This design comes from an exercise in tuning for small area on the open sky130 flow, not from production work.
RTL that was checked went through simulation tests only; none was proved equivalent to the original.

==> 12-13: inputs <==
Design fir_tap_top, start of the top module:
module fir_tap_top (
    input  wire         clk_i,
    input  wire         rst_i,
    input  fir_tap_pkg::tap_sample_t sample_i,
    input  fir_tap_pkg::coeff_ctrl_t coeff_ctrl_i,
    input  fir_tap_pkg::acc_t        c_i,
    input  fir_tap_pkg::acc_t        pcin_i,
    output fir_tap_pkg::acc_t        p_o
);
    fir_tap_pkg::acc_t c_aligned;
    fir_tap_pkg::acc_t mac;
    fir_tap_addend_path i_addend_path (
        .clk_i       (clk_i),
        .rst_i       (rst_i),
        .c_i         (c_i),
        .c_aligned_o (c_aligned)
    );
    fir_tap_mult_path i_mult_path (
        .clk_i        (clk_i),
        .rst_i        (rst_i),
        .sample_i     (sample_i),
        .coeff_ctrl_i (coeff_ctrl_i),
        .c_aligned_i  (c_aligned),
        .mac_o        (mac)
    );
    fir_tap_post_adder i_post_adder (
        .clk_i     (clk_i),
        .rst_i     (rst_i),
        .mac_i     (mac),
        .pcin_i    (pcin_i),
        .p_o       (p_o)
    );
endmodule
clock: 7.0 ns
lec_check: 0
cap_margin: 20
core_margin: 2
core_utilization: 40
slew_margin: 20
standard.sh (not shown) runs the stock make flow with config.mk's settings and CLKGATE_MAP_FILE= SYNTH_SCRIPT=/design/flow/synth_recipe.tcl, a recipe that flattens the netlist after the stock synthesis.
==> flow/flow/run.sh <==
#!/bin/bash
# Own layout flow: the standard ORFS flow (same make targets, config.mk and
# SDC), with these changes:
#  - synthesis (flow/synth.tcl, synth_recipe.tcl with two wrappers): Yosys's
#    synth runs with -noabc, so extract_fa finds the adder cells in clean
#    gates rather than in ABC's inverted forms, and the final ABC mapping uses
#    flow/abc.script (area-oriented "map -a") instead of ORFS's delay script.
#    Every other synthesis step, and so every register, is as in the
#    standard synthesis.
#  - port buffers are the smallest buffer cell (buf_1), global placement is
#    not timing driven (repair_timing after CTS and global routing still
#    fixes setup), and CTS uses clkbuf_8 in clusters of up to 20 registers without dummy
#    loads (flow/knobs.sh).
# flow/knobs.sh, if present, adjusts the make variables.
# Each step's full output is in orfs/logs/; make's own output in flow_*.log here.
set -euo pipefail
W=$(pwd)
F=$W/flow
export MY_ABC_SCRIPT=$F/abc.script
SYNTH="SYNTH_SCRIPT=$F/synth.tcl"
KNOBS=(ABC_AREA=1 ABC_CLOCK_PERIOD_IN_PS=7000
       "BUFFER_PORTS_ARGS=-buffer_cell sky130_fd_sc_hd__buf_1"
       "CTS_ARGS=-sink_clustering_enable -repair_clock_nets -dont_use_dummy_load")
if [[ -f $F/knobs.sh ]]; then source $F/knobs.sh; fi
make -C "$FLOW_HOME" DESIGN_CONFIG="$W/config.mk" WORK_HOME="$W/orfs" CLKGATE_MAP_FILE= \
  "$SYNTH" "${KNOBS[@]}" synth > "$W/flow_synth.log" 2>&1
make -C "$FLOW_HOME" DESIGN_CONFIG="$W/config.mk" WORK_HOME="$W/orfs" CLKGATE_MAP_FILE= \
  "$SYNTH" "${KNOBS[@]}" finish > "$W/flow_finish.log" 2>&1
R=$W/orfs/results/$FLOW_PLATFORM/fir_tap_top/base
: # left out here: write the final layout as DEF
==> flow/flow/abc.script <==
strash; dch; map -a; topo; stime -c
==> flow/flow/knobs.sh <==
KNOBS=(ABC_AREA=1 ABC_CLOCK_PERIOD_IN_PS=7000
       "BUFFER_PORTS_ARGS=-buffer_cell sky130_fd_sc_hd__buf_1"
       "CTS_ARGS=-sink_clustering_enable -repair_clock_nets -dont_use_dummy_load -sink_clustering_size 16 -sink_clustering_max_diameter 80 -buf_list {sky130_fd_sc_hd__clkbuf_8}"
       GPL_TIMING_DRIVEN=0)
==> flow/flow/synth.tcl <==
proc synth {args} { yosys synth -nofsm -noshare -noabc {*}$args }
proc abc {args} {
  set i [lsearch -exact $args -script]
  if {$i >= 0 && [info exists ::env(MY_ABC_SCRIPT)]} {
    set args [lreplace $args [expr {$i + 1}] [expr {$i + 1}] $::env(MY_ABC_SCRIPT)]
  }
  yosys abc {*}$args
}
source $::env(SCRIPTS_DIR)/synth.tcl
# left out here: clear keep_hierarchy, flatten, clean up, hide names made inside functions, write 1_2_yosys.v
==> 06-21 (differences from 12-13) <==
==> flow/flow/knobs.sh (replaced) <==
KNOBS=(ABC_AREA=1 ABC_CLOCK_PERIOD_IN_PS=7000
       "BUFFER_PORTS_ARGS=-buffer_cell sky130_fd_sc_hd__buf_1"
       "CTS_ARGS=-sink_clustering_enable -repair_clock_nets -dont_use_dummy_load -sink_clustering_size 20 -sink_clustering_max_diameter 80 -buf_list {sky130_fd_sc_hd__clkbuf_8}"
       GPL_TIMING_DRIVEN=0)
==> 09-26 (differences from 12-13) <==
==> flow/flow/knobs.sh (replaced) <==
KNOBS=(ABC_AREA=1 ABC_CLOCK_PERIOD_IN_PS=7000
       "BUFFER_PORTS_ARGS=-buffer_cell sky130_fd_sc_hd__buf_1"
       "CTS_ARGS=-sink_clustering_enable -repair_clock_nets -dont_use_dummy_load -sink_clustering_size 20 -sink_clustering_max_diameter 50 -buf_list {sky130_fd_sc_hd__clkbuf_8}"
       GPL_TIMING_DRIVEN=0)
KNOBS+=(PLACE_DENSITY=0.75)
==> 08-15 (differences from 12-13) <==
==> flow/flow/knobs.sh (replaced) <==
KNOBS=(ABC_AREA=1 ABC_CLOCK_PERIOD_IN_PS=7000
       "BUFFER_PORTS_ARGS=-buffer_cell sky130_fd_sc_hd__buf_1"
       "CTS_ARGS=-sink_clustering_enable -repair_clock_nets -dont_use_dummy_load -sink_clustering_size 20 -sink_clustering_max_diameter 65 -buf_list {sky130_fd_sc_hd__clkbuf_8}"
       GPL_TIMING_DRIVEN=0)
==> results.txt <==
| item | 06-21 | 12-13 | 09-26 | 08-15 |
|---|---|---|---|---|
| Sum of met3 wire segment lengths after detailed routing | 4.56 mm | 4.18 mm | 4.72 mm | 4.72 mm |
| Post-place setup slack | -1010 ps | -1010 ps | -987 ps | -1010 ps |
| Post-route cell area | 0.0229 mm2 | 0.0230 mm2 | 0.0232 mm2 | 0.0230 mm2 |
| Wire length of the first global-routing pass | 84.5 mm | 84.5 mm | 84.8 mm | 84.5 mm |
| WL met1 | 21.2 mm | 21.6 mm | 20.9 mm | 21.0 mm |
| Fin cells | 2,810 | 2,811 | 2,823 | 2,817 |
| Result of the run | finished clean | finished clean | finished clean | finished clean |
| Critical path peak fanout | 26 | 26 | 18 | 18 |
| Total wire length after detailed routing | 52.7 mm | 52.7 mm | 53.9 mm | 52.6 mm |
| Slew of the pin with the lowest slew margin | 667 ps | 641 ps | 630 ps | 647 ps |
| Multi-input logic area | 0.0136 mm2 | 0.0136 mm2 | 0.0136 mm2 | 0.0136 mm2 |
| Number of detailed-route iterations in the first pass | 7 | 6 | 8 | 5 |
| Routed length per placed instance | 18.8 um | 18.7 um | 19.1 um | 18.7 um |
| Post-CTS clock slew at the launch and capture registers of the worst setup and hold paths | 120 ps | 100 ps | 100 ps | 90 ps |
| Hold Path Sink | i_mult_path.neg_s1_q[4] | i_mult_path.neg_s1_q[4] | i_post_adder.mac_q[0] | i_post_adder.mac_q[32] |
| Critical R2R Launch | i_mult_path.two_s1_q[7] | i_mult_path.one_s1_q[5] | i_mult_path.preadd_q[13] | i_mult_path.preadd_q[5] |

* * *

==> 08-22 <==
Another version of the RTL of fir_tap_top (not shown whole).
==> module fir_tap_booth_enc, before the edit <==
module fir_tap_booth_enc (
    input  wire [17:0] w_i,
    output wire [8:0]  one_o,
    output wire [8:0]  two_o,
    output wire [8:0]  neg_o
);
    wire [18:0] wb = {w_i, 1'b0};
    genvar j;
    generate
        for (j = 0; j < 9; j++) begin : g_digit
            assign one_o[j] = wb[2*j+1] ^ wb[2*j];
            assign two_o[j] = (wb[2*j+2] & ~wb[2*j+1] & ~wb[2*j]) | (~wb[2*j+2] & wb[2*j+1] & wb[2*j]);
            assign neg_o[j] = wb[2*j+2];
        end
    endgenerate
endmodule
==> module fir_tap_post_adder, before the edit <==
module fir_tap_post_adder (
    input  wire      clk_i,
    input  wire      rst_i,
    input  fir_tap_pkg::acc_t     mac_i,
    input  fir_tap_pkg::acc_t     pcin_i,
    output fir_tap_pkg::acc_t     p_o
);
    fir_tap_pkg::acc_t mac_q;
    logic [2:0]        valid_q;
    always_ff @(posedge clk_i) begin
        mac_q <= mac_i;
    end
    always_ff @(posedge clk_i) begin
        if (rst_i) begin
            valid_q <= '0;
        end else begin
            valid_q <= {valid_q[1:0], 1'b1};
        end
    end
    fir_tap_pkg::acc_t mac_masked;
    fir_tap_pkg::acc_t sum;
    fir_tap_pkg::acc_t p_q;
    assign mac_masked = valid_q[2] ? mac_q : '0;
    fir_tap_add48 i_add (
        .a (mac_masked),
        .b (pcin_i),
        .s (sum)
    );
    always_ff @(posedge clk_i) begin
        if (rst_i) begin
            p_q <= '0;
        end else begin
            p_q <= sum;
        end
    end
    assign p_o = p_q;
endmodule
export LEC_CHECK = 0
export CAP_MARGIN = 20
export CORE_MARGIN = 2
export CORE_UTILIZATION = 40
export SLEW_MARGIN = 20
create_clock -name core_clock -period 7.0 [get_ports {clk_i}]
==> flow/flow/run.sh <==
#!/bin/bash
# Own layout flow: the standard ORFS flow, with
#  - synthesis mapped by ABC for area (flow/abc.script) instead of ORFS's delay script;
#    everything else in synthesis, and so every register, is as in the standard synthesis
#  - port buffers of the smallest buffer cell, and no dummy clock-tree loads.
# Each step's full output is in orfs/logs/; make's own output in flow_*.log here.
set -euo pipefail
W=$(pwd)
F=$W/flow
export MY_ABC_SCRIPT=$F/abc.script
SYNTH="SYNTH_SCRIPT=$F/synth.tcl"
KNOBS=(ABC_AREA=1 ABC_CLOCK_PERIOD_IN_PS=7000
       "BUFFER_PORTS_ARGS=-buffer_cell sky130_fd_sc_hd__buf_1"
       "CTS_ARGS=-sink_clustering_enable -repair_clock_nets -dont_use_dummy_load")
if [[ -f $F/knobs.sh ]]; then source $F/knobs.sh; fi
make -C "$FLOW_HOME" DESIGN_CONFIG="$W/config.mk" WORK_HOME="$W/orfs" CLKGATE_MAP_FILE= \
  "$SYNTH" "${KNOBS[@]}" synth > "$W/flow_synth.log" 2>&1
make -C "$FLOW_HOME" DESIGN_CONFIG="$W/config.mk" WORK_HOME="$W/orfs" CLKGATE_MAP_FILE= \
  "$SYNTH" "${KNOBS[@]}" finish > "$W/flow_finish.log" 2>&1
R=$W/orfs/results/$FLOW_PLATFORM/fir_tap_top/base
: # left out here: write the final layout as DEF
==> flow/flow/knobs.sh <==
KNOBS=(ABC_AREA=1 ABC_CLOCK_PERIOD_IN_PS=7000
       "BUFFER_PORTS_ARGS=-buffer_cell sky130_fd_sc_hd__buf_1"
       "CTS_ARGS=-sink_clustering_enable -repair_clock_nets -dont_use_dummy_load -buf_list {sky130_fd_sc_hd__clkbuf_4 sky130_fd_sc_hd__clkbuf_8}"
       GPL_TIMING_DRIVEN=0)
Scripts as last shown in full above: flow/flow/abc.script, flow/flow/synth.tcl
==> 03-15 (differences from 08-22) <==
--- a/flow/design.v
+++ b/flow/design.v
@@ -44,69 +44,65 @@
             if (coeff_ctrl_i.update) begin
                 coeff_work_q <= coeff_load_q;
             end
         end
     end
     fir_tap_pkg::preadd_t preadd_q;
-    logic [8:0] one, two, neg;
-    logic [8:0] one_s1_q, two_s1_q, neg_s1_q;
-    fir_tap_booth_enc i_booth_enc (
-        .w_i   (coeff_work_q),
-        .one_o (one),
-        .two_o (two),
-        .neg_o (neg)
-    );
+    fir_tap_pkg::coeff_t  coeff_s1_q;
     fir_tap_pkg::preadd_t preadd_sum;
     fir_tap_add27 i_preadd (
         .a (fir_tap_pkg::preadd_t'(sample_i.d)),
         .b (fir_tap_pkg::preadd_t'(sample_i.a)),
         .s (preadd_sum)
     );
     always_ff @(posedge clk_i) begin
         preadd_q   <= preadd_sum;
-        one_s1_q   <= one;
-        two_s1_q   <= two;
-        neg_s1_q   <= neg;
+        coeff_s1_q <= coeff_work_q;
     end
     fir_tap_pkg::acc_t mac;
     fir_tap_pkg::acc_t mac_q;
     fir_tap_mac i_mac (
-        .da_i  (preadd_q),
-        .one_i (one_s1_q),
-        .two_i (two_s1_q),
-        .neg_i (neg_s1_q),
-        .c_i   (c_aligned_i),
-        .x_o   (mac)
+        .da_i (preadd_q),
+        .w_i  (coeff_s1_q),
+        .c_i  (c_aligned_i),
+        .x_o  (mac)
     );
     always_ff @(posedge clk_i) begin
         mac_q <= mac;
     end
     assign mac_o = mac_q;
 endmodule
 `default_nettype wire
 `default_nettype none
 module fir_tap_mac (
     input  wire [26:0] da_i,
-    input  wire [8:0]  one_i,    
-    input  wire [8:0]  two_i,    
-    input  wire [8:0]  neg_i,    
+    input  wire [17:0] w_i,
     input  wire [47:0] c_i,
     output wire [47:0] x_o
 );
     wire [27:0] x  = {da_i[26], da_i};
     wire [28:0] x1 = {x, 1'b0};
-    wire [8:0] one = one_i, two = two_i, neg = neg_i;
+    wire [18:0] wb = {w_i, 1'b0};
+    wire [8:0] one, two, neg;
     wire [27:0] pp0;
     wire [27:0] pp1;
     wire [27:0] pp2;
     wire [27:0] pp3;
     wire [27:0] pp4;
     wire [27:0] pp5;
     wire [27:0] pp6;
     wire [27:0] pp7;
     wire [27:0] pp8;
+    genvar j;
+    generate
+        for (j = 0; j < 9; j++) begin : g_booth
+            assign one[j] = wb[2*j+1] ^ wb[2*j];
+            assign two[j] = (wb[2*j+2] & ~wb[2*j+1] & ~wb[2*j]) | (~wb[2*j+2] & wb[2*j+1] & wb[2*j]);
+            assign neg[j] = wb[2*j+2];
+        end
+    endgenerate
     assign pp0 = (({28{one[0]}} & x) | ({28{two[0]}} & x1[27:0])) ^ {28{neg[0]}};
     assign pp1 = (({28{one[1]}} & x) | ({28{two[1]}} & x1[27:0])) ^ {28{neg[1]}};
     assign pp2 = (({28{one[2]}} & x) | ({28{two[2]}} & x1[27:0])) ^ {28{neg[2]}};
     assign pp3 = (({28{one[3]}} & x) | ({28{two[3]}} & x1[27:0])) ^ {28{neg[3]}};
     assign pp4 = (({28{one[4]}} & x) | ({28{two[4]}} & x1[27:0])) ^ {28{neg[4]}};
     assign pp5 = (({28{one[5]}} & x) | ({28{two[5]}} & x1[27:0])) ^ {28{neg[5]}};
@@ -643,28 +639,12 @@
     assign t527 = c_i[47] ^ 1'b1;
     assign t528 = c_i[47] & 1'b1;
     wire [47:0] row_a = {t527, t525, t523, t521, t519, t517, t515, t513, t511, t509, t507, t505, t503, t501, t499, t497, t495, t493, t491, t489, t487, t485, t483, t481, t479, t477, t475, t473, t471, t469, t467, t465, t463, t461, t459, t457, t455, t453, t451, t449, t447, t445, t443, t441, t439, t437, t435, t433};
     wire [47:0] row_b = {t526, t524, t522, t520, t518, t516, t514, t512, t510, t508, t506, t504, t502, t500, t498, t496, t494, t492, t490, t488, t486, t484, t482, t480, t478, t476, t474, t472, t470, t468, t466, t464, t462, t460, t458, t456, t454, t452, t450, t448, t446, t444, t442, t440, t438, t436, t434, neg[0]};
     fir_tap_cpa48 i_cpa (.a(row_a), .b(row_b), .s(x_o));
 endmodule
-module fir_tap_booth_enc (
-    input  wire [17:0] w_i,
-    output wire [8:0]  one_o,
-    output wire [8:0]  two_o,
-    output wire [8:0]  neg_o
-);
-    wire [18:0] wb = {w_i, 1'b0};
-    genvar j;
-    generate
-        for (j = 0; j < 9; j++) begin : g_digit
-            assign one_o[j] = wb[2*j+1] ^ wb[2*j];
-            assign two_o[j] = (wb[2*j+2] & ~wb[2*j+1] & ~wb[2*j]) | (~wb[2*j+2] & wb[2*j+1] & wb[2*j]);
-            assign neg_o[j] = wb[2*j+2];
-        end
-    endgenerate
-endmodule
 module fir_tap_cpa48 (input wire [47:0] a, input wire [47:0] b, output wire [47:0] s);
     wire [47:0] p = a ^ b;
     wire [47:0] g = a & b;
     wire [48:0] c;
     assign c[0] = 1'b0;
     wire [11:0] gg, gp;
==> flow/flow/knobs.sh (replaced) <==
KNOBS=(ABC_AREA=1 ABC_CLOCK_PERIOD_IN_PS=7000
       "BUFFER_PORTS_ARGS=-buffer_cell sky130_fd_sc_hd__buf_1"
       "CTS_ARGS=-sink_clustering_enable -repair_clock_nets -dont_use_dummy_load -buf_list sky130_fd_sc_hd__clkbuf_4 sky130_fd_sc_hd__clkbuf_8"
       GPL_TIMING_DRIVEN=0)
==> 01-03 (differences from 08-22) <==
--- a/flow/design.v
+++ b/flow/design.v
@@ -654,13 +654,13 @@
 );
     wire [18:0] wb = {w_i, 1'b0};
     genvar j;
     generate
         for (j = 0; j < 9; j++) begin : g_digit
             assign one_o[j] = wb[2*j+1] ^ wb[2*j];
-            assign two_o[j] = (wb[2*j+2] & ~wb[2*j+1] & ~wb[2*j]) | (~wb[2*j+2] & wb[2*j+1] & wb[2*j]);
+            assign two_o[j] = (wb[2*j+2] ^ wb[2*j+1]) & ~(wb[2*j+1] ^ wb[2*j]);
             assign neg_o[j] = wb[2*j+2];
         end
     endgenerate
 endmodule
 module fir_tap_cpa48 (input wire [47:0] a, input wire [47:0] b, output wire [47:0] s);
     wire [47:0] p = a ^ b;
@@ -959,30 +959,32 @@
     input  wire      clk_i,
     input  wire      rst_i,
     input  fir_tap_pkg::acc_t     mac_i,
     input  fir_tap_pkg::acc_t     pcin_i,
     output fir_tap_pkg::acc_t     p_o
 );
+    logic [1:0]        valid_q;
     fir_tap_pkg::acc_t mac_q;
-    logic [2:0]        valid_q;
-    always_ff @(posedge clk_i) begin
-        mac_q <= mac_i;
-    end
     always_ff @(posedge clk_i) begin
         if (rst_i) begin
             valid_q <= '0;
         end else begin
-            valid_q <= {valid_q[1:0], 1'b1};
+            valid_q <= {valid_q[0], 1'b1};
+        end
+    end
+    always_ff @(posedge clk_i) begin
+        if (rst_i || !valid_q[1]) begin
+            mac_q <= '0;
+        end else begin
+            mac_q <= mac_i;
         end
     end
-    fir_tap_pkg::acc_t mac_masked;
     fir_tap_pkg::acc_t sum;
     fir_tap_pkg::acc_t p_q;
-    assign mac_masked = valid_q[2] ? mac_q : '0;
     fir_tap_add48 i_add (
-        .a (mac_masked),
+        .a (mac_q),
         .b (pcin_i),
         .s (sum)
     );
     always_ff @(posedge clk_i) begin
         if (rst_i) begin
             p_q <= '0;
==> flow/flow/knobs.sh (replaced) <==
KNOBS=(ABC_AREA=1 ABC_CLOCK_PERIOD_IN_PS=7000
       "BUFFER_PORTS_ARGS=-buffer_cell sky130_fd_sc_hd__buf_1"
       "CTS_ARGS=-sink_clustering_enable -repair_clock_nets -dont_use_dummy_load -sink_clustering_size 16 -sink_clustering_max_diameter 60 -buf_list {sky130_fd_sc_hd__clkbuf_8}"
       GPL_TIMING_DRIVEN=0)
KNOBS+=(RECOVER_POWER=100)
==> results.txt <==
                                                                                    08-22                           03-15                          01-03
Routed met1 length                                                                22.4 mm                               -                        22.2 mm
Run status                                               no timing/DRC/antenna violations          stopped before the end       finished with violations
Last stage reached                                                                      -  clock tree synthesis (4_1_cts)                              -
Layout check failures                                                                   -                               -  capacitance limit, slew limit
Worst-case clock buffer depth                                                           3                               -                              3
Post-synthesis adder-cell area fraction                                             39.4%                           39.9%                          39.4%
Avg Vias per Cell                                                                    5.30                               -                           5.32
Area growth, synth to finish                                                        14.5%                               -                          14.8%
Num CTS Buffers                                                                        49                               -                             30
Wire length of the first global-routing pass                                      86.9 mm                               -                        86.7 mm
Data required time at the worst endpoint                                          7.52 ns                               -                        7.53 ns
Post-route fraction of the period consumed by the critical path                     95.4%                               -                          96.3%
Pin count of the biggest net entering global routing                                   48                               -                             37
Timing startpoint of the critical path                           i_mult_path.preadd_q[14]                               -       i_mult_path.preadd_q[13]
Reg2Reg Depth                                                                          24                               -                             24
Via count of the first global-routing pass                                          16400                               -                          16400
Top cell type's share of synthesized area                                           30.7%                           31.1%                          30.7%
Nature of the critical path endpoint                                            flip-flop                               -                      flip-flop
Setup-failing EPs final                                                                 0                               -                              0
Topmost layer with routed signal wires                                               met4                               -                           met4
First-iteration detailed-routing DRC count                                           1265                               -                           1218
Instance count of the mapped netlist                                                 1904                            1859                           1893
Antenna diode count                                                                     1                               -                              0
GR met3 Demand/Resource                                                             5.30%                               -                          4.78%
Pre-CTS setup slack                                                              -1.43 ns                        -2.10 ns                       -1.48 ns
For 01-03, only the layout was checked, not whether the RTL still works.

separate check: timing with driven ports:
No port has a modelled driver above. Below, the same layouts with a new extraction and two added sets of constraints.
Step 1 sets driving cells, clkbuf_16 on the clock port and buf_2 on the other inputs (assumed; they add their load-dependent delay and slew).
Step 2 also shifts input and output timing later by t, the mid clock arrival at the registers, as if the neighbouring blocks saw the same clock.
a / b / c = no drivers / after step 1 / after step 2; a / b = the first two.
| run | t, ns | setup WS [ns] | worst hold slack (ns) | worst slew at a driven data input, ns |
|---|---|---|---|---|
| 12-13 | 0.615 | 0.265 / 0.265 / -0.121 | 0.342 / 0.342 / 0.342 | 0.07 |
| 06-21 | 0.619 | 0.273 / 0.273 / -0.164 | 0.333 / 0.333 / 0.333 | 0.07 |
| 09-26 | 0.609 | 0.272 / 0.272 / -0.216 | 0.362 / 0.362 / 0.362 | 0.07 |
| 08-15 | 0.654 | 0.335 / 0.335 / -0.184 | 0.351 / 0.351 / 0.351 | 0.07 |
| 08-22 | 0.646 | 0.319 / 0.319 / -0.085 | 0.311 / 0.311 / 0.311 | 0.06 |
| 01-03 | 0.668 | 0.262 / 0.262 / -0.082 | 0.341 / 0.341 / 0.341 | 0.07 |
For 08-15, which loses most, drivers alone change the setup slack by 0.000 ns; drivers and shift together by -0.519 ns.
